This is an optimization exercise on Yosys and OpenROAD, whose aim is small area and a short achievable clock period, not a production implementation. Where RTL was checked, it was by simulation tests only, not by an equivalence proof against the original. The RTL of runs 1 and 3 to 6 was laid out without a check of its function. No activity file was given, so power comes from the tool's default toggle rates.

==> flow/design.v <==
package dither_pkg;
    localparam int PIX_W = 8;
    localparam int Q_W = 5;
    localparam int SH_W = 6;
    localparam int RGB_W = 24;
    localparam int LINE_TOTAL = 24;
    localparam int LATENCY = 2 * LINE_TOTAL + 3;
    localparam int PIX_STAGES = 11;
    localparam int QLAT = PIX_STAGES + 1;
    localparam int HIST_NEXT = LINE_TOTAL - 5;
    localparam int HIST_FAR  = 2 * LINE_TOTAL - 10;
    localparam int HIST_LEN  = HIST_FAR + 1;
    localparam int CNT_W   = 6;
    localparam int CNT_MAX = LATENCY;
endpackage
import dither_pkg::*;
module diffusion_row
#(
    parameter int K = 3
) (
    input  logic             clk,
    input  logic [PIX_W-1:0] value_in,
    input  logic [K-1:0]     share,
    output logic [PIX_W-1:0] value_out
);
    logic               neg;
    logic [K:0]         lo;
    logic               cy;
    logic [PIX_W-K-1:0] hi;
    logic [PIX_W-K-1:0] hi_new;
    logic               up;
    logic               dn;
    logic [PIX_W-K:0]   all1;
    logic [PIX_W-K:0]   all0;
    logic               ovf;
    logic               unf;
    assign neg = share[K-1];
    assign lo = {1'b0, value_in[K-1:0]} + {1'b0, share};
    assign cy = lo[K];
    assign hi = value_in[PIX_W-1:K];
    assign up = cy && !neg;
    assign dn = !cy && neg;
    always_comb begin
        all1[0] = 1'b1;
        all0[0] = 1'b1;
        for (int i = 0; i < PIX_W - K; i++) begin
            all1[i+1] = all1[i] && hi[i];
            all0[i+1] = all0[i] && !hi[i];
        end
        for (int i = 0; i < PIX_W - K; i++) begin
            hi_new[i] = hi[i] ^ ((up && all1[i]) || (dn && all0[i]));
        end
    end
    assign ovf = up && all1[PIX_W-K];
    assign unf = dn && all0[PIX_W-K];
    always_ff @(posedge clk) begin
        value_out <= unf ? '0 : (ovf ? '1 : {hi_new, lo[K-1:0]});
    end
endmodule
module line_fifo
#(
    parameter int WIDTH = 1,
    parameter int DEPTH = 1
) (
    input  logic             clk,
    input  logic [WIDTH-1:0] din,
    output logic [DEPTH-1:0][WIDTH-1:0] taps
);
    always_ff @(posedge clk) begin
        taps[0] <= din;
        for (int i = 1; i < DEPTH; i++) begin
            taps[i] <= taps[i-1];
        end
    end
endmodule
import dither_pkg::*;
module jjn_quantizer
(
    input  logic             clk,
    input  logic [PIX_W-1:0] value_in,
    input  logic             de_in,
    output logic [Q_W-1:0]   q_out,
    output logic             bd_out
);
    logic signed [5:0] w7;
    logic signed [9:0] u0;
    logic signed [9:0] u1;
    logic              unf;
    logic              ovf;
    logic              b;
    assign w7 = 6'($signed(q_out)) + 6'($signed(q_out) >>> 1) - 6'($signed(q_out) >>> 2);
    assign u0 = $signed({2'b00, value_in}) + w7;
    assign u1 = $signed({2'b00, value_in}) + w7 + 10'sd1;
    assign unf = u0[9];
    assign ovf = !u0[9] && u0[8];
    assign b   = !u0[9] && (u0[8] || u0[7]);
    always_ff @(posedge clk) begin
        if (!de_in || unf || ovf)
            q_out <= '0;
        else
            q_out <= b ? u1[7:3] : u0[7:3];
        bd_out <= b;
    end
endmodule
import dither_pkg::*;
module jjn_dither_top
(
    input  logic             clk,
    input  logic             rst,
    input  logic [RGB_W-1:0] rgb,
    input  logic             de,
    input  logic             hs,
    input  logic             vs,
    output logic [RGB_W-1:0] dout,
    output logic             de_out,
    output logic             hs_out,
    output logic             vs_out
);
    logic [CNT_W-1:0] cnt;
    always_ff @(posedge clk) begin
        if (rst)
            cnt <= '0;
        else if (cnt != CNT_W'(CNT_MAX))
            cnt <= cnt + 1'b1;
    end
    logic [LATENCY-1:0][1:0] sync_taps;
    logic [QLAT:0]           de_taps;
    line_fifo #(.WIDTH(2), .DEPTH(LATENCY)) sync_dly (
        .clk(clk), .din({hs, vs}), .taps(sync_taps)
    );
    line_fifo #(.WIDTH(1), .DEPTH(QLAT + 1)) de_dly (
        .clk(clk), .din(de), .taps(de_taps)
    );
    logic [PIX_STAGES:1][PIX_W-1:0] pix;
    logic [HIST_LEN-2:0][Q_W:0] hist_taps;
    logic [Q_W-1:0]   q_next;
    logic [Q_W-1:0]   q_near;
    logic             bd_near;
    function automatic logic [2:0] share_w1(input logic [Q_W-1:0] q);
        case (q[4:3])
            2'b00:   share_w1 = 3'sd0;
            2'b01:   share_w1 = 3'sd1;
            2'b10:   share_w1 = -3'sd3;
            default: share_w1 = -3'sd2;
        endcase
    endfunction
    function automatic logic [4:0] share_w5(input logic [Q_W-1:0] q);
        share_w5 = $signed(q) - ($signed(q) >>> 3);
    endfunction
    function automatic logic [5:0] share_w7(input logic [Q_W-1:0] q);
        share_w7 = 6'($signed(q)) + 6'($signed(q) >>> 1) - 6'($signed(q) >>> 2);
    endfunction
    logic [PIX_W-1:0] gray_q;
    always_ff @(posedge clk) begin
        gray_q <= {2'b00, rgb[7:2]} + {1'b0, rgb[15:9]} + {2'b00, rgb[23:18]};
    end
    logic           keep_next;
    logic           keep_far;
    logic [3:0]     far_q41;
    logic [4:0]     far_w5;
    logic [4:0]     next_w5;
    logic [5:0]     next_w7;
    assign keep_next = !rst && (cnt >= CNT_W'(HIST_NEXT));
    assign keep_far  = !rst && (cnt >= CNT_W'(HIST_FAR));
    logic use_next;
    logic use_far;
    assign use_next = keep_next && !hist_taps[HIST_NEXT-2][Q_W];
    assign use_far  = keep_far && !hist_taps[HIST_FAR-2][Q_W];
    always_ff @(posedge clk) begin
        far_q41 <= use_far ? hist_taps[HIST_FAR-2][Q_W-1:1] : '0;
        far_w5  <= use_far ? share_w5(hist_taps[HIST_FAR-2][Q_W-1:0]) : '0;
        next_w5 <= use_next ? share_w5(hist_taps[HIST_NEXT-2][Q_W-1:0]) : '0;
        next_w7 <= use_next ? share_w7(hist_taps[HIST_NEXT-2][Q_W-1:0]) : '0;
    end
    assign q_next = hist_taps[HIST_NEXT-1][Q_W] ? '0 : hist_taps[HIST_NEXT-1][Q_W-1:0];
    logic [2:0] far_w1;
    assign far_w1 = share_w1({far_q41, 1'b0});
    logic signed [9:0] far0_sum;
    assign far0_sum = $signed({2'b0, gray_q}) + $signed(far_w1);
    always_ff @(posedge clk) begin
        pix[1] <= far0_sum[9] ? '0 : far0_sum[PIX_W-1:0];
    end
    diffusion_row #(.K(4)) far1 (.clk(clk), .value_in(pix[1]), .share(far_q41), .value_out(pix[2]));
    diffusion_row #(.K(5)) far2 (.clk(clk), .value_in(pix[2]), .share(far_w5), .value_out(pix[3]));
    diffusion_row #(.K(4)) far3 (.clk(clk), .value_in(pix[3]), .share(far_q41), .value_out(pix[4]));
    diffusion_row #(.K(3)) far4 (.clk(clk), .value_in(pix[4]), .share(far_w1), .value_out(pix[5]));
    diffusion_row #(.K(4)) nxt0 (.clk(clk), .value_in(pix[5]), .share(q_next[4:1]), .value_out(pix[6]));
    diffusion_row #(.K(5)) nxt1 (.clk(clk), .value_in(pix[6]), .share(next_w5), .value_out(pix[7]));
    diffusion_row #(.K(6)) nxt2 (.clk(clk), .value_in(pix[7]), .share(next_w7), .value_out(pix[8]));
    diffusion_row #(.K(5)) nxt3 (.clk(clk), .value_in(pix[8]), .share(next_w5), .value_out(pix[9]));
    diffusion_row #(.K(4)) nxt4 (.clk(clk), .value_in(pix[9]), .share(q_next[4:1]), .value_out(pix[10]));
    diffusion_row #(.K(5)) cur0 (.clk(clk), .value_in(pix[10]), .share(share_w5(q_near)), .value_out(pix[11]));
    logic de_eff;
    assign de_eff = de_taps[PIX_STAGES] && (cnt >= CNT_W'(QLAT));
    jjn_quantizer quantizer_i (
        .clk(clk), .value_in(pix[PIX_STAGES]), .de_in(de_eff),
        .q_out(q_near), .bd_out(bd_near)
    );
    logic [Q_W:0] q_code;
    always_comb begin
        if (!de_taps[QLAT])
            q_code = {1'b1, Q_W'(0)};
        else if (q_near == '0 && bd_near)
            q_code = {1'b1, Q_W'(1)};
        else
            q_code = {1'b0, q_near};
    end
    always_ff @(posedge clk) begin
        hist_taps[0] <= q_code;
        for (int i = 1; i < HIST_LEN - 1; i++) begin
            hist_taps[i] <= hist_taps[i-1];
        end
        if (!keep_next) hist_taps[HIST_NEXT-1][Q_W-1:0] <= '0;
    end
    logic       out_ok;
    logic       bd_q;
    logic [2:0] sync_q;
    assign out_ok = !rst && (cnt == CNT_W'(CNT_MAX));
    logic [Q_W:0] out_code;
    logic         out_de;
    logic         out_bd;
    assign out_code = hist_taps[HIST_FAR-1];
    assign out_de   = !out_code[Q_W] || out_code[0];
    assign out_bd   = out_code[Q_W] ? out_code[0] : out_code[Q_W-1];
    always_ff @(posedge clk) begin
        bd_q   <= out_ok && out_bd;
        sync_q <= out_ok ? {out_de, sync_taps[LATENCY-1]} : 3'b000;
    end
    assign dout = {RGB_W{bd_q}};
    assign {de_out, hs_out, vs_out} = sync_q;
endmodule
==> flow/flow/run.sh <==
#!/bin/bash
# The standard layout (standard.sh) with these ORFS settings changed:
#   ADDER_MAP_FILE empty: no adder cells are extracted in synthesis, so ABC
#     maps all of the arithmetic itself (registers and names unchanged);
#   and the placement/CTS/repair settings listed on the make line below.
# Every tool's output goes to orfs_make.log here; ORFS keeps its per-step
# logs under orfs/logs.
set -euo pipefail
bash standard.sh ADDER_MAP_FILE= MATCH_CELL_FOOTPRINT=0 'BUFFER_PORTS_ARGS=-buffer_cell sky130_fd_sc_hd__buf_2' finish > orfs_make.log 2>&1
==> flow/standard.sh <==
#!/bin/bash
# synth_recipe.tcl (not shown) runs the flow's synth.tcl, then flattens the netlist and writes it again
# the make line also repeats each setting of config.mk as NAME=value (left out here)
make -C /OpenROAD-flow-scripts/flow DESIGN_CONFIG=/design/flow/config.mk WORK_HOME=/design/flow/orfs CLKGATE_MAP_FILE= SYNTH_SCRIPT=/design/flow/synth_recipe.tcl "${@:-finish}"
==> flow/config.mk <==
export PLATFORM = sky130hd
export DESIGN_NAME = jjn_dither_top
export DESIGN_NICKNAME = jjn_dither_top
export VERILOG_FILES = /design/flow/design.v
export SDC_FILE = /design/flow/constraint.sdc
export NUM_CORES = 4
export LEC_CHECK = 0
export ABC_AREA = 1
export CAP_MARGIN = 20
export CORE_MARGIN = 2
export CORE_UTILIZATION = 60
export CTS_BUF_LIST = sky130_fd_sc_hd__clkbuf_16
export CTS_CLUSTER_DIAMETER = 80
export CTS_CLUSTER_SIZE = 20
export SETUP_SLACK_MARGIN = 3.9
export SLEW_MARGIN = 20
==> flow/constraint.sdc <==
create_clock -name core_clock -period 6.5 [get_ports {clk}]
set_input_delay 1.3000 -clock core_clock [delete_from_list [all_inputs] [get_ports {clk}]]
set_output_delay 1.3000 -clock core_clock [all_outputs]
set_load 0.01 [all_outputs]
==> results of run 1 <==
-- metal layers --
layer	GRT usage	wire [microns]	vias to the layer above
li1	-	-	4765
met1	0.230	10400	4033
met2	0.292	9750	106
met3	0.0265	782	38
met4	0.0475	445	0
met5	0	0	-
-- final timing paths --
kind / start / endpoint / slack (ns)
min: hist_taps[47] / hist_taps[53] / 0.32
max: rgb[10] / gray_q[6] / 4.00
min reg2reg: hist_taps[47] / hist_taps[53] / 0.32
max reg2reg: hist_taps[113] / nxt0.value_out[4] / 4.15
-- Yosys cell counts, types with 2 or more instances --
library cell / instances
nor3b_1: 4
buf_4: 27
nor2_2: 4
dfxtp_1: 472
buf_2: 2
nand2_2: 13
o31ai_1: 7
nand3_1: 49
a21oi_1: 80
a211oi_1: 2
o21ai_1: 5
nand2_1: 254
nand3b_1: 3
nand4_1: 7
xor2_1: 62
nor3_2: 2
inv_2: 10
nand2_4: 3
inv_1: 183
a31oi_1: 3
o21a_1: 3
or2_2: 13
o21ai_0: 42
xnor2_1: 31
nor3_1: 16
maj3_1: 3
nor2_1: 183
nand3_2: 7
a21boi_0: 9
o22ai_1: 3
a21o_1: 2
-- cells in the final DEF, fill, tap and decap left out, types with 4 or more instances in the layout --
cell type  Yosys  layout
dfxtp_1      472     465
nand2_1      254     252
inv_1        183     184
nor2_1       183     182
a21oi_1       80      79
xor2_1        62      61
buf_2          2      50
nand3_1       49      49
o21ai_0       42      41
xnor2_1       31      31
clkbuf_16      0      27
nor3_1        16      16
nand2_2       13      14
or2_2         13      11
inv_2         10       9
a21boi_0       9       7
nand3_2        7       7
nand4_1        7       7
o31ai_1        7       6
o21ai_1        5       5
nor2_2         4       5
dfxtp_4        0       5
nand2_4        3       4
nor3b_1        4       4
-- layout make-up --
cell class / count / area share
clock buffer: 27 / 0.0426
multi-input combinational: 824 / 0.268
sequential: 472 / 0.597
clock inverter: 4 / 0.00371
inverter: 195 / 0.0466
tap: 324 / 0.0255
timing repair buffer: 52 / 0.0167
antenna: 1 / 0.000158
-- cell families (layout without fill, tap and decap cells) --
logic type,Yosys count,after routing,synth area share
and+or+nand+nor,563,563,0.166
DFF,472,472,0.646
buffers and inverters,227,278,0.0662
AOI/OAI and AO/OA,164,164,0.0629
xor gates and xnor gates,94,94,0.0568
adders and majority gates,3,3,0.00205
other,0,1,0
-- critical path, stage by stage --
cell and delay, ns:
buf_2 0.10, or2_2 0.30, a21boi_1 0.17, or2_4 0.18, nand2_4 0.06, o31ai_4 0.26, nand2_1 0.08, nand2_1 0.10
nand2_1 0.06, nand2_1 0.09, nand2_1 0.06, nand2_1 0.10, xor2_1 0.13
-- through the flow --
stage	total power [mW]	hold WS, ns	setup WS (ns)	utilization
floorplan	4.01	0.310	3.65	-
global placement	4.16	0.310	3.42	0.625
detailed placement	4.18	0.312	3.39	0.625
CTS	5.81	0.327	3.93	0.656
global route	6.07	0.331	3.87	0.658
finish	5.74	0.321	4.00	0.658
-- report_power, final --
group / internal (mW) / total [mW] / switching, mW / leakage, nW
logic: 0.305 / 0.743 / 0.438 / 3.04
registers: 3.20 / 3.37 / 0.168 / 3.90
clock network: 0.786 / 1.62 / 0.839 / 0.366
total: 4.29 / 5.74 / 1.44 / 7.31
-- timing repair --
item | CTS | global route
gates resized for setup | 4 | 15
cloned | 0 | 0
endpoints found under the setup margin | 36 | 48
setup buffers | 0 | 2
==> flow_metrics.tcl, run 1 <==
set metrics [dict create \
    coreArea_sq_um 24100 \
    worst_pin_slew_ns 0.533 \
    clock_path_buffers 3 \
    die_area_sq_um 25600 \
    clkSinkCount 472 \
    netlist_area_sq_um 14600 \
    die_w_microns 160 \
    largest_register_ffs 225 \
    synth_warnings 8 \
    max-slew-margin-rel 0.640 \
    cap_violations 0 \
    required_ns 7.00 \
    yosysTopAreaCellShare 0.646 \
    multiInputGateArea_sq_um 4250 \
    fin_crit_sh 0.384 \
    drc 0 \
    viasPerCell 4.71 \
    synth_seq_area_share 0.646 \
    cts_tree "yes" \
    fillCellCount 1997 \
    final_cells 1899 \
    rsz0062_at_grt "true" \
    ys_top_cells_by_area "dfxtp_1, nand2_1, inv_1" \
    startpoint_type "primary input" \
    synth_edf_count 0 \
    power.leakage_nw 7.31 \
    synthArstFlopShare 0 \
    grt_pass1_wl_microns 36700 \
    areaGrowthSynthToFinish_pct 8.52 \
    dr.pass1.iters 5 \
    ys.flop_type "dfxtp_1" \
    die_h_microns 160 \
    avgSynthCellArea_sq_um 9.60 \
    skew_ns 0.0197 \
    setup_tns_ns 0 \
    dp_cells 1865 \
    cp_max_fo 2 \
    antenna_found_initial 1 \
    ys_ff_latch 472 \
    status "complete, no violations" \
    cts.htree.levels 1 \
    first_iter_violations 402 \
    min_period_ns 2.50 \
    ir_drop_mv 0.266 \
    ios 56 \
    cts.clk_slew.worst_paths_ns 0.08 \
    maxSlewViolCount 0 \
    grt.total_usage 0.172 \
    dpl_cell_area_sq_um 15100 \
    cts-root-buf "clkbuf_16" \
    syn-num-nets 1552 \
    wl_per_cell_microns 11.3 \
    reg.largest.list "hist_taps x225, sync_dly.taps x102, de_dly.taps x13" \
    routed_wl_microns 21400 \
    cts_hold_buf 0 \
    vias 8942 \
    start_util 0.607 \
    drive_above_1_share 0.0972 \
    min_path_cells 0 \
    seqCellArea_sq_um 9470 \
    synthCells 1523 \
    fmax_mhz 400 \
    end_kind "register" \
    synth_top_area_cell "dfxtp_1" \
    numCtsBuffers 27 \
    grt_pass1_vias 8196 \
    grt_overflow_total 0 \
    clock_latency_ns 0.56 \
    top_register "hist_taps" \
    num_rows 57 \
    cp.arrival_ns 2.99 \
    rr_worst_depth 12 \
    setup_viol 0 \
    power.density_nw_per_um2 362 \
    drtAntennaViolNets 0 \
    place.gp.congestion 0.825 \
    fin_nets 1601 \
    synth_cell_types 50 \
    crit_type "in2reg" \
    dp_hpwl_microns 15300 \
    hold_viol 0 \
    port_buffers 50 \
    grt_max_degree 25 \
    hold_class "reg2reg" \
    fin_area_sq_um 15900 \
]
==> inputs of run 2 (changes only) <==
--- a/flow/design.v
+++ b/flow/design.v
@@ -151,7 +151,15 @@
         share_w7 = 6'($signed(q)) + 6'($signed(q) >>> 1) - 6'($signed(q) >>> 2);
     endfunction
-    logic [PIX_W-1:0] gray_q;
-    always_ff @(posedge clk) begin
-        gray_q <= {2'b00, rgb[7:2]} + {1'b0, rgb[15:9]} + {2'b00, rgb[23:18]};
+    logic [5:0] gr;
+    logic [6:0] gg;
+    logic [5:0] gb;
+    logic [6:0] gs_q;
+    logic [6:1] gc_q;
+    assign gr = rgb[23:18];
+    assign gg = rgb[15:9];
+    assign gb = rgb[7:2];
+    always_ff @(posedge clk) begin
+        gs_q <= {gg[6], gr ^ gg[5:0] ^ gb};
+        gc_q <= (gr & gg[5:0]) | (gr & gb) | (gg[5:0] & gb);
     end
     logic           keep_next;
@@ -177,5 +185,5 @@
     assign far_w1 = share_w1({far_q41, 1'b0});
     logic signed [9:0] far0_sum;
-    assign far0_sum = $signed({2'b0, gray_q}) + $signed(far_w1);
+    assign far0_sum = $signed({3'b0, gs_q}) + $signed({3'b0, gc_q, 1'b0}) + $signed(far_w1);
     always_ff @(posedge clk) begin
         pix[1] <= far0_sum[9] ? '0 : far0_sum[PIX_W-1:0];
==> flow/flow/run.sh (replaced) <==
#!/bin/bash
# The standard layout (standard.sh) with these changes:
#   synthesis: flow/synth.tcl, the standard synthesis script with abc
#     mapping by flow/area_map.abc, and no adder cells extracted
#     (ADDER_MAP_FILE empty), so abc maps all of the arithmetic;
#   placement/repair: ports buffered with buf_2, resizing not held to the
#     same footprint.
# Every tool's output goes to orfs_make.log here; ORFS keeps its per-step
# logs under orfs/logs.
set -euo pipefail
here=$(pwd)
export FLOW_ABC_SCRIPT=$here/flow/area_map.abc
bash standard.sh ADDER_MAP_FILE= SYNTH_SCRIPT=$here/flow/synth.tcl MATCH_CELL_FOOTPRINT=0 'BUFFER_PORTS_ARGS=-buffer_cell sky130_fd_sc_hd__buf_2' finish > orfs_make.log 2>&1
==> flow/flow/area_map.abc (new file) <==
&get -n
&st
&dch
&nf -R 30 -p
&st
&syn2
&if -g -K 6
&synch2
&nf -R 30 -p
&put
buffer -c
topo
stime -c
upsize -c
dnsize -c
==> flow/flow/synth.tcl (new file) <==
# synth_recipe.tcl (the standard synthesis) with one change: abc maps with
# flow/area_map.abc instead of ORFS's script. Everything before and after
# abc, and so every register and its name, is the same.
proc synth {args} { yosys synth -nofsm -noshare {*}$args }
proc abc {args} {
  set i [lsearch -exact $args -script]
  if {$i >= 0} {
    set args [lreplace $args [expr {$i+1}] [expr {$i+1}] $::env(FLOW_ABC_SCRIPT)]
  }
  yosys abc {*}$args
}
source $::env(SCRIPTS_DIR)/synth.tcl
# left out here: clear keep_hierarchy, flatten, clean up, hide names made inside functions, write 1_2_yosys.v
--- a/flow/config.mk
+++ b/flow/config.mk
@@ -6,11 +6,10 @@
 export NUM_CORES = 4
 export LEC_CHECK = 0
-export ABC_AREA = 1
 export CAP_MARGIN = 20
 export CORE_MARGIN = 2
 export CORE_UTILIZATION = 60
 export CTS_BUF_LIST = sky130_fd_sc_hd__clkbuf_16
-export CTS_CLUSTER_DIAMETER = 80
-export CTS_CLUSTER_SIZE = 20
+export CTS_CLUSTER_DIAMETER = 100
+export CTS_CLUSTER_SIZE = 28
 export SETUP_SLACK_MARGIN = 3.9
 export SLEW_MARGIN = 20
==> flow_metrics.tcl, run 2 <==
set metrics [dict create \
    status "complete, no violations" \
    fin_area_sq_um 16100 \
    die_area_sq_um 25700 \
    synthMuxAreaShare 0.00495 \
    cp_num_buf_inv 2 \
    worstPathCellList "xor2_4 -> buf_4 -> mux2i_4 -> a32oi_4 -> o2111ai_4 -> a31oi_4 -> buf_4 -> a221oi_4 -> xor2_2 -> xnor2_1 -> nor2_1" \
    ios 56 \
    layout_common_cells "dfxtp_1, nor2_1, xnor2_1" \
    synth_common_cells "dfxtp_1, nor2_1, xnor2_1, a21oi_1, nand2_1" \
    layout_setup_ws_ns 3.91 \
    power.leakage_nw 6.27 \
    required_ns 6.91 \
    num_rows 57 \
    die_w_microns 160 \
    skew_ns 0.0259 \
    largest_register_ffs 225 \
    slowest_delay_ns 0.44 \
    fin_crit_sh 0.398 \
    areaGrowthSynthToFinish_pct 9.62 \
    ys_ff_latch 477 \
    grt_pass1_vias 7650 \
    cp_max_fo 7 \
    antenna_found_initial 0 \
    crit_type "reg2reg" \
    synth_xor_xnor_area_share 0.0915 \
    power_frac_comb 0.163 \
    synth_top_family_by_area "simple AND/OR/NAND/NOR gates" \
    netlist_area_sq_um 14700 \
    coreArea_sq_um 24200 \
    yosys.area_share.adder 0.0204 \
    reg2reg_from "quantizer_i.q_out[3]" \
    synth_edf_count 0 \
    min_path_cells 0 \
    pwr-share-seq 0.600 \
    avgSynthCellArea_sq_um 11.4 \
    reg.largest.list "hist_taps x225, sync_dly.taps x102, de_dly.taps x13" \
    drtAntennaViolNets 0 \
    viasPerCell 5.08 \
    cts_hold_buf 0 \
    grt_pass1_wl_microns 35800 \
    hold_ws_ns 0.320 \
    place_ws_ns 3.38 \
    synthCells 1288 \
    setup_tns_ns 0 \
    drc 0 \
    numCtsBuffers 21 \
    dr.pass1.iters 4 \
    worst_pin_slew_ns 0.657 \
    grt_max_degree 29 \
    vias 8401 \
    wl_per_cell_microns 13.1 \
    hp-start "hist_taps[10]" \
    synth_compound_area_frac 0.0827 \
    r2r-end "quantizer_i.q_out[3]" \
    synth_simple_gate_area_frac 0.125 \
    cp.arrival_ns 2.99 \
    rr_worst_depth 11 \
    min_period_ns 2.59 \
    start_util 0.606 \
    ys_top_cells_by_area "dfxtp_1, xnor2_1, a21oi_1" \
    power.density_nw_per_um2 376 \
    routed_wl_microns 21600 \
    multiInputGateArea_sq_um 5020 \
    final_common_cell "dfxtp_1" \
    max-slew-margin-rel 0.561 \
    critPathSlowestCell "dfxtp_4" \
    p_clk_frac 0.236 \
    syn-num-nets 1317 \
    port_buffers 50 \
    end_kind "register" \
    synth_top_area_cell "dfxtp_1" \
    drive_above_1_share 0.137 \
    clock_path_buffers 3 \
    cts_tree "yes" \
    maxSlewViolCount 0 \
    first_iter_violations 391 \
    fin_nets 1356 \
    cts.clk_slew.worst_paths_ns 0.11 \
    yosysMostFrequentCell "dfxtp_1" \
    internal_power_mw 4.38 \
    dpl_cell_area_sq_um 15000 \
    ys.flop_type "dfxtp_1" \
    whs_endpoint "hist_taps[16]" \
    cts-root-buf "clkbuf_16" \
    synthArstFlopShare 0 \
    dp_hpwl_microns 14000 \
    fmax_mhz 387 \
    hold_viol 0 \
    switching_share 0.275 \
    cts.htree.levels 1 \
    place.gp.congestion 0.788 \
    rsz0062_at_grt "true" \
    hold_class "reg2reg" \
    path_delay_family "compound AO/OA/AOI/OAI gates" \
    grt.total_usage 0.167 \
    p_switching_mw 1.66 \
    ir_drop_mv 0.322 \
    synth_warnings 8 \
    setup_viol 0 \
    seqCellArea_sq_um 9590 \
    rrSetupSlack_ns 3.91 \
    fillCellCount 1856 \
    clock_latency_ns 0.54 \
    cap_violations 0 \
    synth_seq_area_share 0.652 \
    top_register "hist_taps" \
    grt_overflow_total 0 \
    startpoint_type "register" \
    num_antenna_cells 0 \
    clkSinkCount 477 \
    die_h_microns 160 \
    synth_cell_types 72 \
    yosysTopAreaCellShare 0.652 \
    crit_top_cell "buf_4" \
]
run 2: worst max-delay path by stage:
stage          depth (start not counted)            startpoint              endpoint
2_1_floorplan                          8               gc_q[1]                pix[0]
3_3_place_gp                          11  quantizer_i.q_out[3]  quantizer_i.q_out[3]
3_5_place_dp                          10  quantizer_i.q_out[3]  quantizer_i.q_out[4]
4_1_cts                               10  quantizer_i.q_out[3]  quantizer_i.q_out[4]
5_1_grt                               10  quantizer_i.q_out[1]  quantizer_i.q_out[3]
6_report                              11  quantizer_i.q_out[3]  quantizer_i.q_out[3]
run 2: cell type report:
cell class              count  area share
inverters                   7     0.00164
flip-flops and latches    477       0.597
multi-input cells         746       0.313
clock inverters             4     0.00257
repair buffers             74      0.0278
clock buffers              21      0.0327
well taps                 324      0.0252
run 2: power by group through the flow:
stage / Clock (mW) / Sequential, mW / Combinational [mW]
2_1_floorplan: 0 / 3.54 / 0.785
5_1_grt: 1.58 / 3.69 / 1.11
4_1_cts: 1.49 / 3.61 / 0.877
6_report: 1.43 / 3.63 / 0.988
3_3_place_gp: 0 / 3.66 / 0.852
3_5_place_dp: 0 / 3.67 / 0.860
run 2: per-layer routing:
metal / GRT usage / routed length (microns) / vias up
met5: 0 / 0 / -
met4: 0.0401 / 484 / 0
met3: 0.0239 / 486 / 27
met2: 0.287 / 10000 / 82
met1: 0.224 / 10600 / 3925
li1: - / - / 4367
run 2: cells by family after synthesis:
kind of cell	after synthesis
fa+ha+maj	29
simple gates	360
compound gates	201
xor+xnor	149
mux	7
buf+inv	65
flops	477
run 2: timing repair:
action / in CTS / in global routing
pin swaps: 2 / 29
gates resized for setup: 19 / 61
buffers inserted: 4 / 20
endpoints found under the setup margin: 61 / 60
run 2: per-stage QoR:
step / power, mW / util / instances
3_5_place_dp: 4.53 / 0.620 / 1604
2_1_floorplan: 4.33 / - / 1288
3_3_place_gp: 4.51 / 0.620 / 1604
5_1_grt: 6.38 / 0.664 / 1653
4_1_cts: 5.98 / 0.647 / 1633
6_report: 6.05 / 0.664 / 1653
==> inputs of run 3 (changes only) <==
--- a/flow/design.v
+++ b/flow/design.v
@@ -176,10 +176,10 @@
     assign use_far  = keep_far && !hist_taps[HIST_FAR-2][Q_W];
     always_ff @(posedge clk) begin
-        far_q41 <= use_far ? hist_taps[HIST_FAR-2][Q_W-1:1] : '0;
+        far_q41 <= keep_far ? hist_taps[HIST_FAR-2][Q_W-1:1] : '0;
         far_w5  <= use_far ? share_w5(hist_taps[HIST_FAR-2][Q_W-1:0]) : '0;
         next_w5 <= use_next ? share_w5(hist_taps[HIST_NEXT-2][Q_W-1:0]) : '0;
         next_w7 <= use_next ? share_w7(hist_taps[HIST_NEXT-2][Q_W-1:0]) : '0;
     end
-    assign q_next = hist_taps[HIST_NEXT-1][Q_W] ? '0 : hist_taps[HIST_NEXT-1][Q_W-1:0];
+    assign q_next = hist_taps[HIST_NEXT-1][Q_W-1:0];
     logic [2:0] far_w1;
     assign far_w1 = share_w1({far_q41, 1'b0});
==> flow/flow/area_map.abc (replaced) <==
&get -n
&st
&dch
&nf
&put
buffer -c
topo
stime -c
upsize -c
dnsize -c
==> flow_metrics.tcl, run 3 <==
set metrics [dict create \
    min_path_cells 0 \
    netlist_area_sq_um 14200 \
    grt.total_usage 0.163 \
    setup_viol 0 \
    cts_tree "yes" \
    reg2reg_from "quantizer_i.q_out[4]" \
    num_rows 56 \
    switching_share 0.257 \
    multiInputGateArea_sq_um 4560 \
    clkSinkCount 477 \
    largest_register_ffs 225 \
    grt_pass1_wl_microns 32800 \
    skew_ns 0.0287 \
    grt_pass1_vias 6931 \
    ys_ff_latch 477 \
    start_util 0.608 \
    place.gp.congestion 0.786 \
    top_register "hist_taps" \
    end_kind "register" \
    hp-start "sync_dly.taps[29]" \
    startpoint "quantizer_i.q_out[4]" \
    final_common_cell "dfxtp_1" \
    p_switching_mw 1.47 \
    fin_nets 1257 \
    synth_seq_area_share 0.671 \
    clock_latency_ns 0.53 \
    numCtsBuffers 21 \
    p_total_mw 5.74 \
    viasPerCell 4.82 \
    yosys.area_share.adder 0.0243 \
    clock_path_buffers 3 \
    drtAntennaViolNets 0 \
    drive_above_1_share 0.132 \
    synth_top_family_by_area "XOR/XNOR gates" \
    pwr-share-seq 0.597 \
    cap_violations 0 \
    synthCells 1170 \
    dp_hpwl_microns 13300 \
    synth_top_area_cell "dfxtp_1" \
    synth_common_cells "dfxtp_1, xnor2_1, a21oi_1, nor2_1, nand2_1" \
    fmax_mhz 349 \
    power.leakage_nw 6.12 \
    dr.pass1.iters 4 \
    reg.largest.list "hist_taps x225, sync_dly.taps x102, de_dly.taps x13" \
    rsz0062_at_grt "true" \
    whs_endpoint "sync_dly.taps[31]" \
    coreArea_sq_um 23400 \
    num_antenna_cells 0 \
    setup_tns_ns 0 \
    die_h_microns 158 \
    hold_viol 0 \
    ys_top_cells_by_area "dfxtp_1, xnor2_1, a21oi_1" \
    cp.arrival_ns 3.31 \
    ys.flop_type "dfxtp_1" \
    p_clk_frac 0.247 \
    ios 56 \
    synth_xor_xnor_area_share 0.119 \
    synth_compound_area_frac 0.0688 \
    areaGrowthSynthToFinish_pct 9.73 \
    grt_max_degree 29 \
    die_area_sq_um 25000 \
    worst_pin_slew_ns 0.771 \
    synth_cell_types 59 \
    status "complete, no violations" \
    synthArstFlopShare 0 \
    rr_worst_depth 10 \
    fillCellCount 1815 \
    fin_crit_sh 0.441 \
    drc 0 \
    yosysMostFrequentCell "dfxtp_1" \
    layout_common_cells "dfxtp_1, xnor2_1, a21oi_1" \
    synth_warnings 8 \
    grt_overflow_total 0 \
    synth_simple_gate_area_frac 0.0894 \
    wl_per_cell_microns 12.9 \
    cts.clk_slew.worst_paths_ns 0.10 \
    cts-root-buf "clkbuf_16" \
    cts.htree.levels 1 \
    hold_class "reg2reg" \
    max-slew-margin-rel 0.473 \
    rrSetupSlack_ns 3.64 \
    synthMuxAreaShare 0.00493 \
    r2r-end "quantizer_i.q_out[3]" \
    crit_type "reg2reg" \
    cp_max_fo 9 \
    yosysTopAreaCellShare 0.671 \
    vias 7459 \
    ir_drop_mv 0.366 \
    power_frac_comb 0.155 \
    first_iter_violations 339 \
    internal_power_mw 4.26 \
    power.density_nw_per_um2 368 \
    seqCellArea_sq_um 9580 \
    min_period_ns 2.86 \
    antenna_found_initial 0 \
    die_w_microns 158 \
    routed_wl_microns 20000 \
    syn-num-nets 1199 \
    port_buffers 50 \
    avgSynthCellArea_sq_um 12.2 \
    required_ns 6.95 \
    maxSlewViolCount 0 \
    startpoint_type "register" \
    synth_edf_count 0 \
]
-- run 3: changes by cell type after synthesis, sizes merged, moves of 11 or more --
cell,delta
o21ai,-14
inv,+12
nor2,-40
nand2,-11
or3,-12
xnor2,+12
clkbuf,-14
nor2b,-16
-- run 3: power by group through the flow --
stage                     Sequential (mW)  Clock, mW  Combinational (mW)
after detailed placement             3.49          0               0.772
after global routing                 3.47       1.57               0.996
after floorplan                      3.44          0               0.659
final                                3.43       1.42               0.891
after global placement               3.47          0               0.771
after CTS                            3.42       1.47               0.840
-- run 3: metrics by stage --
| step | std cells | hold WS, ns | instance area [sq um] | worst slack, ns | utilization |
|---|---|---|---|---|---|
| CTS | 1537 | 0.296 | 15400 | 3.57 | 0.659 |
| global placement | 1501 | 0.310 | 14600 | 3.21 | 0.625 |
| floorplan | 1170 | 0.310 | 14200 | 3.68 | - |
| global route | 1548 | 0.293 | 15600 | 3.47 | 0.667 |
| detailed placement | 1501 | 0.312 | 14600 | 3.20 | 0.625 |
| finish | 1548 | 0.295 | 15600 | 3.64 | 0.667 |
-- run 3: worst max path at each step --
stage | to | depth (start not counted)
after global routing | quantizer_i.q_out[3] | 10
final | quantizer_i.q_out[3] | 10
after detailed placement | quantizer_i.q_out[3] | 9
after global placement | quantizer_i.q_out[3] | 9
after CTS | quantizer_i.q_out[3] | 10
after floorplan | quantizer_i.q_out[3] | 9
-- run 3: timing repair --
item | 4_1_cts | 5_1_grt
endpoints found under the setup margin | 68 | 74
setup buffers | 12 | 11
resized for setup | 34 | 26
hold buffers | 0 | 0
pin swaps | 16 | 16
-- run 3: layout make-up --
| cell class | instances | share of cell area |
|---|---|---|
| Clock buffer | 21 | 0.0337 |
| Clock inverter | 3 | 0.00273 |
| Inverter | 18 | 0.00433 |
| Multi-Input combinational cell | 637 | 0.292 |
| Sequential cell | 477 | 0.614 |
| Tap cell | 319 | 0.0256 |
| Timing Repair Buffer | 73 | 0.0281 |
-- run 3: cell families after synthesis --
family,count (synthesis)
DFF,477
xor gates and xnor gates,174
AOI/OAI and AO/OA,166
buffers and inverters,56
muxes,7
adders and majority gates,34
and+or+nand+nor,256
-- run 3: worst max-delay path, cell delays in order (launching register included) --
cell,delay [ns]
dfxtp_4,0.37
buf_4,0.19
xnor2_4,0.17
a21oi_4,0.21
xor2_2,0.37
a22oi_1,0.17
o31ai_1,0.30
a21oi_2,0.10
xor2_2,0.20
a2111o_1,0.46
a221oi_2,0.23
-- run 3: metal layers --
layer	global-route usage	vias to the layer above	routed length, microns
li1	-	3932	-
met1	0.220	3404	9830
met2	0.271	86	8910
met3	0.0257	37	674
met4	0.0519	0	551
met5	0	-	0
==> inputs of run 4 (changes only) <==
--- a/flow/design.v
+++ b/flow/design.v
@@ -165,23 +165,13 @@
     logic           keep_next;
     logic           keep_far;
-    logic [3:0]     far_q41;
-    logic [4:0]     far_w5;
-    logic [4:0]     next_w5;
-    logic [5:0]     next_w7;
-    assign keep_next = !rst && (cnt >= CNT_W'(HIST_NEXT));
-    assign keep_far  = !rst && (cnt >= CNT_W'(HIST_FAR));
-    logic use_next;
-    logic use_far;
-    assign use_next = keep_next && !hist_taps[HIST_NEXT-2][Q_W];
-    assign use_far  = keep_far && !hist_taps[HIST_FAR-2][Q_W];
-    always_ff @(posedge clk) begin
-        far_q41 <= keep_far ? hist_taps[HIST_FAR-2][Q_W-1:1] : '0;
-        far_w5  <= use_far ? share_w5(hist_taps[HIST_FAR-2][Q_W-1:0]) : '0;
-        next_w5 <= use_next ? share_w5(hist_taps[HIST_NEXT-2][Q_W-1:0]) : '0;
-        next_w7 <= use_next ? share_w7(hist_taps[HIST_NEXT-2][Q_W-1:0]) : '0;
-    end
-    assign q_next = hist_taps[HIST_NEXT-1][Q_W-1:0];
+    logic [Q_W-1:0] q_far;
+    always_ff @(posedge clk) begin
+        keep_next <= !rst && (cnt >= CNT_W'(HIST_NEXT));
+        keep_far  <= !rst && (cnt >= CNT_W'(HIST_FAR));
+    end
+    assign q_next = (keep_next && !hist_taps[HIST_NEXT-1][Q_W]) ? hist_taps[HIST_NEXT-1][Q_W-1:0] : '0;
+    assign q_far  = (keep_far && !hist_taps[HIST_FAR-1][Q_W]) ? hist_taps[HIST_FAR-1][Q_W-1:0] : '0;
     logic [2:0] far_w1;
-    assign far_w1 = share_w1({far_q41, 1'b0});
+    assign far_w1 = share_w1(q_far);
     logic signed [9:0] far0_sum;
     assign far0_sum = $signed({3'b0, gs_q}) + $signed({3'b0, gc_q, 1'b0}) + $signed(far_w1);
@@ -189,12 +179,12 @@
         pix[1] <= far0_sum[9] ? '0 : far0_sum[PIX_W-1:0];
     end
-    diffusion_row #(.K(4)) far1 (.clk(clk), .value_in(pix[1]), .share(far_q41), .value_out(pix[2]));
-    diffusion_row #(.K(5)) far2 (.clk(clk), .value_in(pix[2]), .share(far_w5), .value_out(pix[3]));
-    diffusion_row #(.K(4)) far3 (.clk(clk), .value_in(pix[3]), .share(far_q41), .value_out(pix[4]));
+    diffusion_row #(.K(4)) far1 (.clk(clk), .value_in(pix[1]), .share(q_far[4:1]), .value_out(pix[2]));
+    diffusion_row #(.K(5)) far2 (.clk(clk), .value_in(pix[2]), .share(share_w5(q_far)), .value_out(pix[3]));
+    diffusion_row #(.K(4)) far3 (.clk(clk), .value_in(pix[3]), .share(q_far[4:1]), .value_out(pix[4]));
     diffusion_row #(.K(3)) far4 (.clk(clk), .value_in(pix[4]), .share(far_w1), .value_out(pix[5]));
     diffusion_row #(.K(4)) nxt0 (.clk(clk), .value_in(pix[5]), .share(q_next[4:1]), .value_out(pix[6]));
-    diffusion_row #(.K(5)) nxt1 (.clk(clk), .value_in(pix[6]), .share(next_w5), .value_out(pix[7]));
-    diffusion_row #(.K(6)) nxt2 (.clk(clk), .value_in(pix[7]), .share(next_w7), .value_out(pix[8]));
-    diffusion_row #(.K(5)) nxt3 (.clk(clk), .value_in(pix[8]), .share(next_w5), .value_out(pix[9]));
+    diffusion_row #(.K(5)) nxt1 (.clk(clk), .value_in(pix[6]), .share(share_w5(q_next)), .value_out(pix[7]));
+    diffusion_row #(.K(6)) nxt2 (.clk(clk), .value_in(pix[7]), .share(share_w7(q_next)), .value_out(pix[8]));
+    diffusion_row #(.K(5)) nxt3 (.clk(clk), .value_in(pix[8]), .share(share_w5(q_next)), .value_out(pix[9]));
     diffusion_row #(.K(4)) nxt4 (.clk(clk), .value_in(pix[9]), .share(q_next[4:1]), .value_out(pix[10]));
     diffusion_row #(.K(5)) cur0 (.clk(clk), .value_in(pix[10]), .share(share_w5(q_near)), .value_out(pix[11]));
@@ -219,5 +209,4 @@
             hist_taps[i] <= hist_taps[i-1];
         end
-        if (!keep_next) hist_taps[HIST_NEXT-1][Q_W-1:0] <= '0;
     end
     logic       out_ok;
==> flow/flow/run.sh (replaced) <==
#!/bin/bash
# The standard layout (standard.sh) with these ORFS settings changed:
#   ADDER_MAP_FILE empty: no adder cells are extracted in synthesis, so ABC
#     maps all of the arithmetic itself (registers and names unchanged);
#   and the placement/CTS/repair settings listed on the make line below.
# Every tool's output goes to orfs_make.log here; ORFS keeps its per-step
# logs under orfs/logs.
set -euo pipefail
bash standard.sh ADDER_MAP_FILE= MATCH_CELL_FOOTPRINT=0 'BUFFER_PORTS_ARGS=-buffer_cell sky130_fd_sc_hd__buf_2' finish > orfs_make.log 2>&1
--- a/flow/config.mk
+++ b/flow/config.mk
@@ -6,10 +6,11 @@
 export NUM_CORES = 4
 export LEC_CHECK = 0
+export ABC_AREA = 1
 export CAP_MARGIN = 20
 export CORE_MARGIN = 2
 export CORE_UTILIZATION = 60
-export CTS_BUF_LIST = sky130_fd_sc_hd__clkbuf_16
-export CTS_CLUSTER_DIAMETER = 100
-export CTS_CLUSTER_SIZE = 28
+export CTS_BUF_LIST = sky130_fd_sc_hd__clkbuf_8
+export CTS_CLUSTER_DIAMETER = 80
+export CTS_CLUSTER_SIZE = 20
 export SETUP_SLACK_MARGIN = 3.9
 export SLEW_MARGIN = 20
removed: flow/flow/area_map.abc
removed: flow/flow/synth.tcl
==> flow_metrics.tcl, run 4 <==
set metrics [dict create \
    synth_warnings 8 \
    critPathSlowestCell "dfxtp_4" \
    wl_met1_microns 10900 \
    yosysMostFrequentCell "dfxtp_1" \
    rrSetupSlack_ns 4.04 \
    cts.clk_slew.worst_paths_ns 0.12 \
    start_util 0.609 \
    dp_hpwl_microns 16100 \
    drtAntennaViolNets 0 \
    hold_class "reg2reg" \
    die_h_microns 161 \
    dp_cells 1915 \
    worst_pin_slew_ns 0.416 \
    startpoint_type "register" \
    max-slew-margin-rel 0.719 \
    synth_seq_area_share 0.624 \
    pwr-share-seq 0.649 \
    syn-num-nets 1600 \
    viasPerCell 4.80 \
    top_register "hist_taps" \
    final_cells 1962 \
    areaGrowthSynthToFinish_pct 9.72 \
    cp.arrival_ns 1.22 \
    grt_pass1_wl_microns 38100 \
    fmax_mhz 397 \
    clock_latency_ns 0.62 \
    hold_viol 0 \
    num_rows 57 \
    min_period_ns 2.52 \
    cap_violations 0 \
    die_w_microns 161 \
    path_depth 1 \
    cts_hold_buf 0 \
    setup_viol 0 \
    rr_worst_depth 17 \
    clkSinkCount 462 \
    ys_ff_latch 462 \
    grt_max_degree 25 \
    final_common_cell "dfxtp_1" \
    power_frac_comb 0.117 \
    num_antenna_cells 0 \
    cts-root-buf "clkbuf_8" \
    skew_ns 0.0318 \
    netlist_area_sq_um 14800 \
    place_ws_ns 3.68 \
    numCtsBuffers 27 \
    vias 9423 \
    slowest_delay_ns 0.45 \
    status "complete, no violations" \
    first_iter_violations 528 \
    layout_setup_ws_ns 3.98 \
    grt_pass1_vias 8568 \
    grt_overflow_total 0 \
    die_area_sq_um 26000 \
    synthCells 1571 \
    yosysTopAreaCellShare 0.624 \
    synth_top_area_cell "dfxtp_1" \
    dr.pass1.iters 4 \
    cp_num_buf_inv 1 \
    cts.htree.levels 1 \
    avgSynthCellArea_sq_um 9.43 \
    ir_drop_mv 0.270 \
    cp_max_fo 24 \
    largest_register_ffs 228 \
    final_core_util 0.669 \
    fin_crit_sh 0.387 \
    clock_path_buffers 3 \
    required_ns 5.20 \
    drive_above_1_share 0.172 \
    end_kind "output pin" \
    antenna_found_initial 0 \
    min_path_cells 0 \
    maxUsedRoutingLayer "met4" \
    p_switching_mw 1.29 \
    wl_per_cell_microns 11.8 \
    setup_tns_ns 0 \
    place.gp.congestion 0.841 \
    port_buffers 50 \
    worstPathCellList "buf_2" \
    p_total_mw 5.03 \
    ys_top_cells_by_area "dfxtp_1, nand2_1, inv_1" \
    ios 56 \
    synth_common_cells "dfxtp_1, nand2_1, inv_1, nor2_1, nand3_1" \
    rsz0062_at_grt "true" \
    drc 0 \
    synth_edf_count 0 \
    maxSlewViolCount 0 \
    crit_type "reg2out" \
    fin_nets 1667 \
    grt.total_usage 0.177 \
    switching_share 0.257 \
    dr_wl_met3_microns 766 \
    coreArea_sq_um 24300 \
    internal_power_mw 3.74 \
    p_clk_frac 0.234 \
    wl_met2_microns 10800 \
    ys.flop_type "dfxtp_1" \
    power.leakage_nw 7.74 \
    fillCellCount 1966 \
    cts_tree "yes" \
    synthArstFlopShare 0 \
    routed_wl_microns 23200 \
    path_delay_family "flip-flops" \
    reg.largest.list "hist_taps x228, sync_dly.taps x102, de_dly.taps x13" \
    synth_cell_types 57 \
    power.density_nw_per_um2 309 \
    layout_common_cells "dfxtp_1, nand2_1, inv_1" \
]
## run 4: changes by cell type in the layout (fill, tap and decap cells not counted), sizes merged, moves of 20 or more
cell	before	now
nor2	78	139
xnor2	115	18
maj3	34	6
nand3	17	97
inv	20	214
nand2	57	337
o21ai	22	43
and2	21	1
## run 4: stage by stage
step           area, sq um  hold WS (ns)
3_5_place_dp         15300         0.312
2_1_floorplan        14800         0.310
6_report             16300         0.312
5_1_grt              16300         0.302
3_3_place_gp         15300         0.309
4_1_cts              15700         0.311
## run 4: area by class of cell
| cell class | instances | area [sq um] | area share |
|---|---|---|---|
| tap | 324 | 405 | 0.0249 |
| sequential | 462 | 9290 | 0.571 |
| multi-input combinational | 865 | 4930 | 0.303 |
| clock buffer | 27 | 372 | 0.0228 |
| inverter | 214 | 828 | 0.0509 |
| clock inverter | 2 | 31.3 | 0.00192 |
| timing repair buffer | 68 | 410 | 0.0252 |
## run 4: per-layer routing
layer,vias up,GRT usage
li1,4999,-
met1,4253,0.233
met2,125,0.301
met3,46,0.0249
met4,0,0.0588
met5,-,0
## run 4: cells by family (layout without fill, tap and decap cells)
family | Yosys count | in the layout | share of synthesized area
compound gates | 164 | 164 | 0.0654
xor+xnor | 67 | 67 | 0.0406
fa+ha+maj | 6 | 6 | 0.00405
buf+inv | 244 | 311 | 0.0687
flops | 462 | 462 | 0.624
simple gates | 628 | 628 | 0.197
## run 4: path summary, 6_finish.rpt
path                    startpoint                 to
setup reg to reg          keep_far  far4.value_out[3]
setup / recovery              bd_q            dout[7]
hold / removal    sync_dly.taps[6]   sync_dly.taps[8]
hold reg to reg   sync_dly.taps[6]   sync_dly.taps[8]
## run 4: power by group through the flow
stage	Combinational, mW	Clock, mW	Sequential, mW
2_1_floorplan	0.449	0	3.28
3_3_place_gp	0.533	0	3.32
3_5_place_dp	0.543	0	3.33
4_1_cts	0.551	1.24	3.26
5_1_grt	0.681	1.33	3.30
6_report	0.589	1.18	3.26
## run 4: timing repair
item,CTS,global route
buffers inserted,1,17
setup endpoints to repair,51,107
pin swaps,2,17
resized for setup,15,112
==> inputs of run 5 (changes only) <==
--- a/flow/design.v
+++ b/flow/design.v
@@ -148,6 +148,77 @@
         share_w5 = $signed(q) - ($signed(q) >>> 3);
     endfunction
+    function automatic logic [4:0] share_w5_t(input logic [Q_W-1:0] q);
+        case (q)
+            5'd0 : share_w5_t = 5'd0;
+            5'd1 : share_w5_t = 5'd1;
+            5'd2 : share_w5_t = 5'd2;
+            5'd3 : share_w5_t = 5'd3;
+            5'd4 : share_w5_t = 5'd4;
+            5'd5 : share_w5_t = 5'd5;
+            5'd6 : share_w5_t = 5'd6;
+            5'd7 : share_w5_t = 5'd7;
+            5'd8 : share_w5_t = 5'd7;
+            5'd9 : share_w5_t = 5'd8;
+            5'd10: share_w5_t = 5'd9;
+            5'd11: share_w5_t = 5'd10;
+            5'd12: share_w5_t = 5'd11;
+            5'd13: share_w5_t = 5'd12;
+            5'd14: share_w5_t = 5'd13;
+            5'd15: share_w5_t = 5'd14;
+            5'd16: share_w5_t = 5'd18;
+            5'd17: share_w5_t = 5'd19;
+            5'd18: share_w5_t = 5'd20;
+            5'd19: share_w5_t = 5'd21;
+            5'd20: share_w5_t = 5'd22;
+            5'd21: share_w5_t = 5'd23;
+            5'd22: share_w5_t = 5'd24;
+            5'd23: share_w5_t = 5'd25;
+            5'd24: share_w5_t = 5'd25;
+            5'd25: share_w5_t = 5'd26;
+            5'd26: share_w5_t = 5'd27;
+            5'd27: share_w5_t = 5'd28;
+            5'd28: share_w5_t = 5'd29;
+            5'd29: share_w5_t = 5'd30;
+            5'd30: share_w5_t = 5'd31;
+            5'd31: share_w5_t = 5'd0;
+            default: share_w5_t = 5'd0;
+        endcase
+    endfunction
     function automatic logic [5:0] share_w7(input logic [Q_W-1:0] q);
-        share_w7 = 6'($signed(q)) + 6'($signed(q) >>> 1) - 6'($signed(q) >>> 2);
+        case (q)
+            5'd0 : share_w7 = 6'd0;
+            5'd1 : share_w7 = 6'd1;
+            5'd2 : share_w7 = 6'd3;
+            5'd3 : share_w7 = 6'd4;
+            5'd4 : share_w7 = 6'd5;
+            5'd5 : share_w7 = 6'd6;
+            5'd6 : share_w7 = 6'd8;
+            5'd7 : share_w7 = 6'd9;
+            5'd8 : share_w7 = 6'd10;
+            5'd9 : share_w7 = 6'd11;
+            5'd10: share_w7 = 6'd13;
+            5'd11: share_w7 = 6'd14;
+            5'd12: share_w7 = 6'd15;
+            5'd13: share_w7 = 6'd16;
+            5'd14: share_w7 = 6'd18;
+            5'd15: share_w7 = 6'd19;
+            5'd16: share_w7 = 6'd44;
+            5'd17: share_w7 = 6'd45;
+            5'd18: share_w7 = 6'd47;
+            5'd19: share_w7 = 6'd48;
+            5'd20: share_w7 = 6'd49;
+            5'd21: share_w7 = 6'd50;
+            5'd22: share_w7 = 6'd52;
+            5'd23: share_w7 = 6'd53;
+            5'd24: share_w7 = 6'd54;
+            5'd25: share_w7 = 6'd55;
+            5'd26: share_w7 = 6'd57;
+            5'd27: share_w7 = 6'd58;
+            5'd28: share_w7 = 6'd59;
+            5'd29: share_w7 = 6'd60;
+            5'd30: share_w7 = 6'd62;
+            5'd31: share_w7 = 6'd63;
+            default: share_w7 = 6'd0;
+        endcase
     endfunction
     logic [5:0] gr;
@@ -165,13 +236,23 @@
     logic           keep_next;
     logic           keep_far;
-    logic [Q_W-1:0] q_far;
-    always_ff @(posedge clk) begin
-        keep_next <= !rst && (cnt >= CNT_W'(HIST_NEXT));
-        keep_far  <= !rst && (cnt >= CNT_W'(HIST_FAR));
-    end
-    assign q_next = (keep_next && !hist_taps[HIST_NEXT-1][Q_W]) ? hist_taps[HIST_NEXT-1][Q_W-1:0] : '0;
-    assign q_far  = (keep_far && !hist_taps[HIST_FAR-1][Q_W]) ? hist_taps[HIST_FAR-1][Q_W-1:0] : '0;
+    logic [3:0]     far_q41;
+    logic [4:0]     far_w5;
+    logic [4:0]     next_w5;
+    logic [5:0]     next_w7;
+    assign keep_next = !rst && (cnt >= CNT_W'(HIST_NEXT));
+    assign keep_far  = !rst && (cnt >= CNT_W'(HIST_FAR));
+    logic use_next;
+    logic use_far;
+    assign use_next = keep_next && !hist_taps[HIST_NEXT-2][Q_W];
+    assign use_far  = keep_far && !hist_taps[HIST_FAR-2][Q_W];
+    always_ff @(posedge clk) begin
+        far_q41 <= keep_far ? hist_taps[HIST_FAR-2][Q_W-1:1] : '0;
+        far_w5  <= use_far ? share_w5_t(hist_taps[HIST_FAR-2][Q_W-1:0]) : '0;
+        next_w5 <= use_next ? share_w5_t(hist_taps[HIST_NEXT-2][Q_W-1:0]) : '0;
+        next_w7 <= use_next ? share_w7(hist_taps[HIST_NEXT-2][Q_W-1:0]) : '0;
+    end
+    assign q_next = hist_taps[HIST_NEXT-1][Q_W-1:0];
     logic [2:0] far_w1;
-    assign far_w1 = share_w1(q_far);
+    assign far_w1 = share_w1({far_q41, 1'b0});
     logic signed [9:0] far0_sum;
     assign far0_sum = $signed({3'b0, gs_q}) + $signed({3'b0, gc_q, 1'b0}) + $signed(far_w1);
@@ -179,12 +260,12 @@
         pix[1] <= far0_sum[9] ? '0 : far0_sum[PIX_W-1:0];
     end
-    diffusion_row #(.K(4)) far1 (.clk(clk), .value_in(pix[1]), .share(q_far[4:1]), .value_out(pix[2]));
-    diffusion_row #(.K(5)) far2 (.clk(clk), .value_in(pix[2]), .share(share_w5(q_far)), .value_out(pix[3]));
-    diffusion_row #(.K(4)) far3 (.clk(clk), .value_in(pix[3]), .share(q_far[4:1]), .value_out(pix[4]));
+    diffusion_row #(.K(4)) far1 (.clk(clk), .value_in(pix[1]), .share(far_q41), .value_out(pix[2]));
+    diffusion_row #(.K(5)) far2 (.clk(clk), .value_in(pix[2]), .share(far_w5), .value_out(pix[3]));
+    diffusion_row #(.K(4)) far3 (.clk(clk), .value_in(pix[3]), .share(far_q41), .value_out(pix[4]));
     diffusion_row #(.K(3)) far4 (.clk(clk), .value_in(pix[4]), .share(far_w1), .value_out(pix[5]));
     diffusion_row #(.K(4)) nxt0 (.clk(clk), .value_in(pix[5]), .share(q_next[4:1]), .value_out(pix[6]));
-    diffusion_row #(.K(5)) nxt1 (.clk(clk), .value_in(pix[6]), .share(share_w5(q_next)), .value_out(pix[7]));
-    diffusion_row #(.K(6)) nxt2 (.clk(clk), .value_in(pix[7]), .share(share_w7(q_next)), .value_out(pix[8]));
-    diffusion_row #(.K(5)) nxt3 (.clk(clk), .value_in(pix[8]), .share(share_w5(q_next)), .value_out(pix[9]));
+    diffusion_row #(.K(5)) nxt1 (.clk(clk), .value_in(pix[6]), .share(next_w5), .value_out(pix[7]));
+    diffusion_row #(.K(6)) nxt2 (.clk(clk), .value_in(pix[7]), .share(next_w7), .value_out(pix[8]));
+    diffusion_row #(.K(5)) nxt3 (.clk(clk), .value_in(pix[8]), .share(next_w5), .value_out(pix[9]));
     diffusion_row #(.K(4)) nxt4 (.clk(clk), .value_in(pix[9]), .share(q_next[4:1]), .value_out(pix[10]));
     diffusion_row #(.K(5)) cur0 (.clk(clk), .value_in(pix[10]), .share(share_w5(q_near)), .value_out(pix[11]));
@@ -209,4 +290,5 @@
             hist_taps[i] <= hist_taps[i-1];
         end
+        if (!keep_next) hist_taps[HIST_NEXT-1][Q_W-1:0] <= '0;
     end
     logic       out_ok;
--- a/flow/config.mk
+++ b/flow/config.mk
@@ -10,7 +10,7 @@
 export CORE_MARGIN = 2
 export CORE_UTILIZATION = 60
-export CTS_BUF_LIST = sky130_fd_sc_hd__clkbuf_8
-export CTS_CLUSTER_DIAMETER = 80
-export CTS_CLUSTER_SIZE = 20
+export CTS_BUF_LIST = sky130_fd_sc_hd__clkbuf_16
+export CTS_CLUSTER_DIAMETER = 100
+export CTS_CLUSTER_SIZE = 28
 export SETUP_SLACK_MARGIN = 3.9
 export SLEW_MARGIN = 20
==> flow_metrics.tcl, run 5 <==
set metrics [dict create \
    dp_hpwl_microns 15200 \
    fin_nets 1569 \
    synthMuxAreaShare 0 \
    place.gp.congestion 0.813 \
    slowest_delay_ns 0.49 \
    power.density_nw_per_um2 343 \
    setup_viol 0 \
    synth_common_cells "dfxtp_1, nand2_1, inv_1, nor2_1, a21oi_1" \
    final_common_cell "dfxtp_1" \
    yosysTopAreaCellShare 0.646 \
    grt_max_degree 29 \
    rsz0062_at_grt "false" \
    reg.largest.list "hist_taps x225, sync_dly.taps x102, de_dly.taps x13" \
    die_w_microns 161 \
    layout_setup_ws_ns 4.00 \
    yosysMostFrequentCell "dfxtp_1" \
    crit_type "reg2out" \
    synth_edf_count 0 \
    port_buffers 50 \
    required_ns 5.20 \
    max-slew-margin-rel 0.625 \
    syn-num-nets 1527 \
    synth_xor_xnor_area_share 0.0526 \
    place_ws_ns 3.77 \
    num_rows 57 \
    grt_overflow_total 0 \
    areaGrowthSynthToFinish_pct 6.82 \
    power.leakage_nw 7.10 \
    start_util 0.610 \
    viasPerCell 4.71 \
    grt_pass1_wl_microns 36200 \
    synthArstFlopShare 0 \
    cts.clk_slew.worst_paths_ns 0.10 \
    first_iter_violations 411 \
    synth_top_area_cell "dfxtp_1" \
    cp_max_fo 24 \
    synth_seq_area_share 0.646 \
    multiInputGateArea_sq_um 4320 \
    cp.arrival_ns 1.20 \
    drc 0 \
    fin_area_sq_um 15800 \
    worst_pin_slew_ns 0.558 \
    fin_crit_sh 0.385 \
    cts_tree "yes" \
    wl_per_cell_microns 11.3 \
    grt_pass1_vias 8135 \
    dp_cells 1841 \
    status "complete, no violations" \
    cts.htree.levels 1 \
    hold_viol 0 \
    numCtsBuffers 21 \
    largest_register_ffs 225 \
    setup_tns_ns 0 \
    final_core_util 0.651 \
    num_antenna_cells 0 \
    synth_simple_gate_area_frac 0.170 \
    clkSinkCount 477 \
    synth_warnings 8 \
    avgSynthCellArea_sq_um 9.87 \
    drive_above_1_share 0.116 \
    dpl_cell_area_sq_um 15200 \
    fmax_mhz 400 \
    hold_class "reg2reg" \
    final_cells 1864 \
    cts_setup_buffers 0 \
    ys.flop_type "dfxtp_1" \
    cap_violations 0 \
    grt.total_usage 0.168 \
    rrSetupSlack_ns 4.17 \
    end_kind "output pin" \
    cp_num_buf_inv 1 \
    clock_latency_ns 0.53 \
    startpoint_type "register" \
    ys_ff_latch 477 \
    maxSlewViolCount 0 \
    layout_common_cells "dfxtp_1, nand2_1, inv_1" \
    path_delay_family "flip-flops" \
    clock_path_buffers 3 \
    worstPathCellList "buf_2" \
    synthCells 1498 \
    die_h_microns 161 \
    coreArea_sq_um 24200 \
    netlist_area_sq_um 14800 \
    die_area_sq_um 25900 \
    fillCellCount 2017 \
    top_register "hist_taps" \
    cts-root-buf "clkbuf_16" \
    antenna_found_initial 0 \
    dr.pass1.iters 4 \
    critPathSlowestCell "dfxtp_2" \
    vias 8780 \
    synth_top_family_by_area "simple AND/OR/NAND/NOR gates" \
    seqCellArea_sq_um 9560 \
    ir_drop_mv 0.314 \
    routed_wl_microns 21100 \
    skew_ns 0.0251 \
    synth_cell_types 56 \
    drtAntennaViolNets 0 \
    min_period_ns 2.50 \
    yosys.area_share.adder 0.00677 \
    ios 56 \
    ys_top_cells_by_area "dfxtp_1, nand2_1, inv_1" \
    synth_compound_area_frac 0.0626 \
]
==> run 5: cell count changes after synthesis, sizes merged, moves of 6 or more <==
| cell | before | now |
|---|---|---|
| xnor2 | 18 | 29 |
| o21ai | 43 | 54 |
| dfxtp | 462 | 477 |
| nand4 | 16 | 6 |
| inv | 213 | 182 |
| nor2 | 139 | 162 |
| nand3b | 9 | 3 |
| xor2 | 49 | 56 |
| nand2 | 337 | 269 |
| nand3 | 97 | 67 |
==> run 5: power breakdown <==
group | total, mW | internal, mW | leakage (nW) | switching, mW
Combinational | 0.675 | 0.277 | 2.88 | 0.398
Sequential | 3.34 | 3.20 | 3.94 | 0.140
Clock | 1.41 | 0.592 | 0.272 | 0.820
==> run 5: logic make-up (layout without fill, tap and decap cells) <==
kind of cell               count (synthesis)  count (layout)
buffers and inverters                    215             257
and+or+nand+nor                          544             544
xor gates and xnor gates                  85              85
AOI/OAI and AO/OA                        167             167
DFF                                      477             477
adders and majority gates                 10              10
==> run 5: timing repair <==
action | 4_1_cts | 5_1_grt
hold buffers | 0 | 0
endpoints found under the setup margin | 34 | 37
pin swaps | 0 | 0
resized for setup | 2 | 8
==> run 5: layout make-up <==
cell class                 instances  area share
multi-input combinational        806       0.274
clock buffer                      21      0.0333
timing repair buffer              50      0.0158
inverter                         184      0.0442
tap                              324      0.0257
clock inverter                     2     0.00214
sequential                       477       0.605
==> run 5: per-layer routing <==
layer,GRT usage,wire length (microns),up-vias
met5,0,0,-
met4,0.0491,524,0
met3,0.0236,684,35
met2,0.288,9690,104
met1,0.223,10200,3930
li1,-,-,4711
==> run 5: final timing paths <==
| path | start | to | cells after the start |
|---|---|---|---|
| setup reg to reg | quantizer_i.q_out[3] | quantizer_i.q_out[3] | 20 |
| hold / removal | hist_taps[126] | hist_taps[132] | 0 |
| setup / recovery | bd_q | dout[4] | 1 |
| hold reg to reg | hist_taps[126] | hist_taps[132] | 0 |
==> run 5: metrics by stage <==
step,power (mW),hold slack [ns]
floorplan,3.93,0.310
global placement,4.07,0.310
detailed placement,4.08,0.312
CTS,5.50,0.324
global route,5.73,0.324
finish,5.42,0.326
==> inputs of run 6 (changes only) <==
--- a/flow/config.mk
+++ b/flow/config.mk
@@ -12,5 +12,5 @@
 export CTS_BUF_LIST = sky130_fd_sc_hd__clkbuf_16
 export CTS_CLUSTER_DIAMETER = 100
-export CTS_CLUSTER_SIZE = 28
+export CTS_CLUSTER_SIZE = 31
 export SETUP_SLACK_MARGIN = 3.9
 export SLEW_MARGIN = 20
==> flow_metrics.tcl, run 6 <==
set metrics [dict create \
    synth_top_family_by_area "simple AND/OR/NAND/NOR gates" \
    hold_viol 0 \
    grt_pass1_vias 8034 \
    wl_per_cell_microns 11.4 \
    fin_crit_sh 0.385 \
    ios 56 \
    path_delay_family "flip-flops" \
    reg2reg_from "quantizer_i.q_out[3]" \
    largest_register_ffs 225 \
    ir_drop_mv 0.311 \
    hold_ws_ns 0.324 \
    numCtsBuffers 19 \
    viasPerCell 4.70 \
    rrSetupSlack_ns 4.16 \
    required_ns 5.20 \
    synthCells 1498 \
    synthArstFlopShare 0 \
    reg.largest.list "hist_taps x225, sync_dly.taps x102, de_dly.taps x13" \
    synth_warnings 8 \
    synth_seq_area_share 0.646 \
    end_kind "output pin" \
    drive_above_1_share 0.115 \
    antenna_found_initial 0 \
    whs_endpoint "hist_taps[132]" \
    routed_wl_microns 21200 \
    clock_path_buffers 3 \
    setup_viol 0 \
    synth_cell_types 56 \
    final_common_cell "dfxtp_1" \
    grt_overflow_total 0 \
    setup_tns_ns 0 \
    r2r-end "quantizer_i.q_out[3]" \
    coreArea_sq_um 24200 \
    hp-start "hist_taps[126]" \
    grt_max_degree 32 \
    cp_max_fo 24 \
    power.density_nw_per_um2 341 \
    die_w_microns 161 \
    yosysTopAreaCellShare 0.646 \
    cap_violations 0 \
    synth_top_area_cell "dfxtp_1" \
    min_path_cells 0 \
    vias 8758 \
    multiInputGateArea_sq_um 4320 \
    p_total_mw 5.36 \
    yosys.area_share.adder 0.00677 \
    dp_hpwl_microns 15200 \
    dpl_cell_area_sq_um 15200 \
    drtAntennaViolNets 0 \
    maxSlewViolCount 0 \
    num_antenna_cells 0 \
    cts.htree.levels 1 \
    place_ws_ns 3.77 \
    ys_ff_latch 477 \
    worst_pin_slew_ns 0.558 \
    cts_setup_buffers 0 \
    synth_compound_area_frac 0.0626 \
    synth_xor_xnor_area_share 0.0526 \
    synth_common_cells "dfxtp_1, nand2_1, inv_1, nor2_1, a21oi_1" \
    syn-num-nets 1527 \
    hold_class "reg2reg" \
    start_util 0.610 \
    grt_pass1_wl_microns 36000 \
    place.gp.congestion 0.813 \
    fin_area_sq_um 15700 \
    status "complete, no violations" \
    port_buffers 50 \
    num_rows 57 \
    clock_latency_ns 0.53 \
    critPathSlowestCell "dfxtp_2" \
    die_area_sq_um 25900 \
    max-slew-margin-rel 0.625 \
    synth_edf_count 0 \
    avgSynthCellArea_sq_um 9.87 \
    slowest_delay_ns 0.49 \
    fillCellCount 2035 \
    synthMuxAreaShare 0 \
    min_period_ns 2.50 \
    first_iter_violations 408 \
    synth_simple_gate_area_frac 0.170 \
    cts_tree "yes" \
    ys.flop_type "dfxtp_1" \
    skew_ns 0.0227 \
    ys_top_cells_by_area "dfxtp_1, nand2_1, inv_1" \
    top_register "hist_taps" \
    drc 0 \
    worstPathCellList "buf_2" \
    seqCellArea_sq_um 9560 \
    grt.total_usage 0.167 \
    clkSinkCount 477 \
    fin_nets 1567 \
    layout_common_cells "dfxtp_1, nand2_1, inv_1" \
    cts-root-buf "clkbuf_16" \
    dr.pass1.iters 4 \
    die_h_microns 161 \
    layout_setup_ws_ns 4.00 \
    yosysMostFrequentCell "dfxtp_1" \
    startpoint_type "register" \
    rr_worst_depth 20 \
    cts.clk_slew.worst_paths_ns 0.11 \
    rsz0062_at_grt "false" \
    areaGrowthSynthToFinish_pct 6.40 \
    fmax_mhz 400 \
    crit_type "reg2out" \
    cts_hold_buf 0 \
    netlist_area_sq_um 14800 \
    power.leakage_nw 7.07 \
    cp_num_buf_inv 1 \
    cp.arrival_ns 1.20 \
]
-- run 6: cell counts after synthesis --
No cell type changed its count.
-- run 6: per-stage QoR --
step	utilization	std cells
after global placement	0.628	1841
after floorplan	-	1498
final	0.649	1862
after CTS	0.648	1862
after detailed placement	0.628	1841
after global routing	0.649	1862
-- run 6: per-layer routing --
| layer | vias to the layer above | global-route usage | routed length [microns] |
|---|---|---|---|
| li1 | 4695 | - | - |
| met1 | 3929 | 0.221 | 10400 |
| met2 | 104 | 0.288 | 9630 |
| met3 | 30 | 0.0200 | 619 |
| met4 | 0 | 0.0503 | 573 |
| met5 | - | 0 | 0 |
-- run 6: kinds of logic (layout without fill, tap and decap cells) --
logic type,count (synthesis),in the layout
simple gates,544,544
buf+inv,215,255
compound gates,167,167
xor+xnor,85,85
fa+ha+maj,10,10
flops,477,477
-- run 6: layout make-up --
cell class	count	area share
clock inverters	2	0.00159
inverters	184	0.0444
flip-flops and latches	477	0.608
clock buffers	19	0.0302
repair buffers	50	0.0159
well taps	324	0.0258
multi-input cells	806	0.275
-- run 6: worst max-delay path by stage --
| stage | start | endpoint | cells past startpoint |
|---|---|---|---|
| floorplan | rst | next_w5[3] | 7 |
| global placement | rst | next_w5[3] | 8 |
| detailed placement | rst | next_w5[3] | 8 |
| CTS | quantizer_i.q_out[3] | quantizer_i.q_out[3] | 20 |
| global route | quantizer_i.q_out[2] | quantizer_i.q_out[4] | 19 |
| finish | bd_q | dout[4] | 1 |
-- run 6: what timing repair did --
| action | in CTS | in global routing |
|---|---|---|
| setup endpoints to repair | 33 | 36 |
| pin swaps | 0 | 0 |
| gates resized for setup | 2 | 7 |
-- run 6: power by group --
| part | internal, mW | leakage [nW] | switching (mW) |
|---|---|---|---|
| logic | 0.277 | 2.88 | 0.398 |
| clock network | 0.538 | 0.246 | 0.809 |
| registers | 3.20 | 3.94 | 0.140 |

Re-timed with assumed drivers on the ports (clkbuf_16 on the clock, buf_2 on other inputs), run 6 has 3.951 ns of setup slack against 3.998 ns with ideal ports, and 3.745 ns once port delays also move by the mid clock arrival of 0.565 ns.
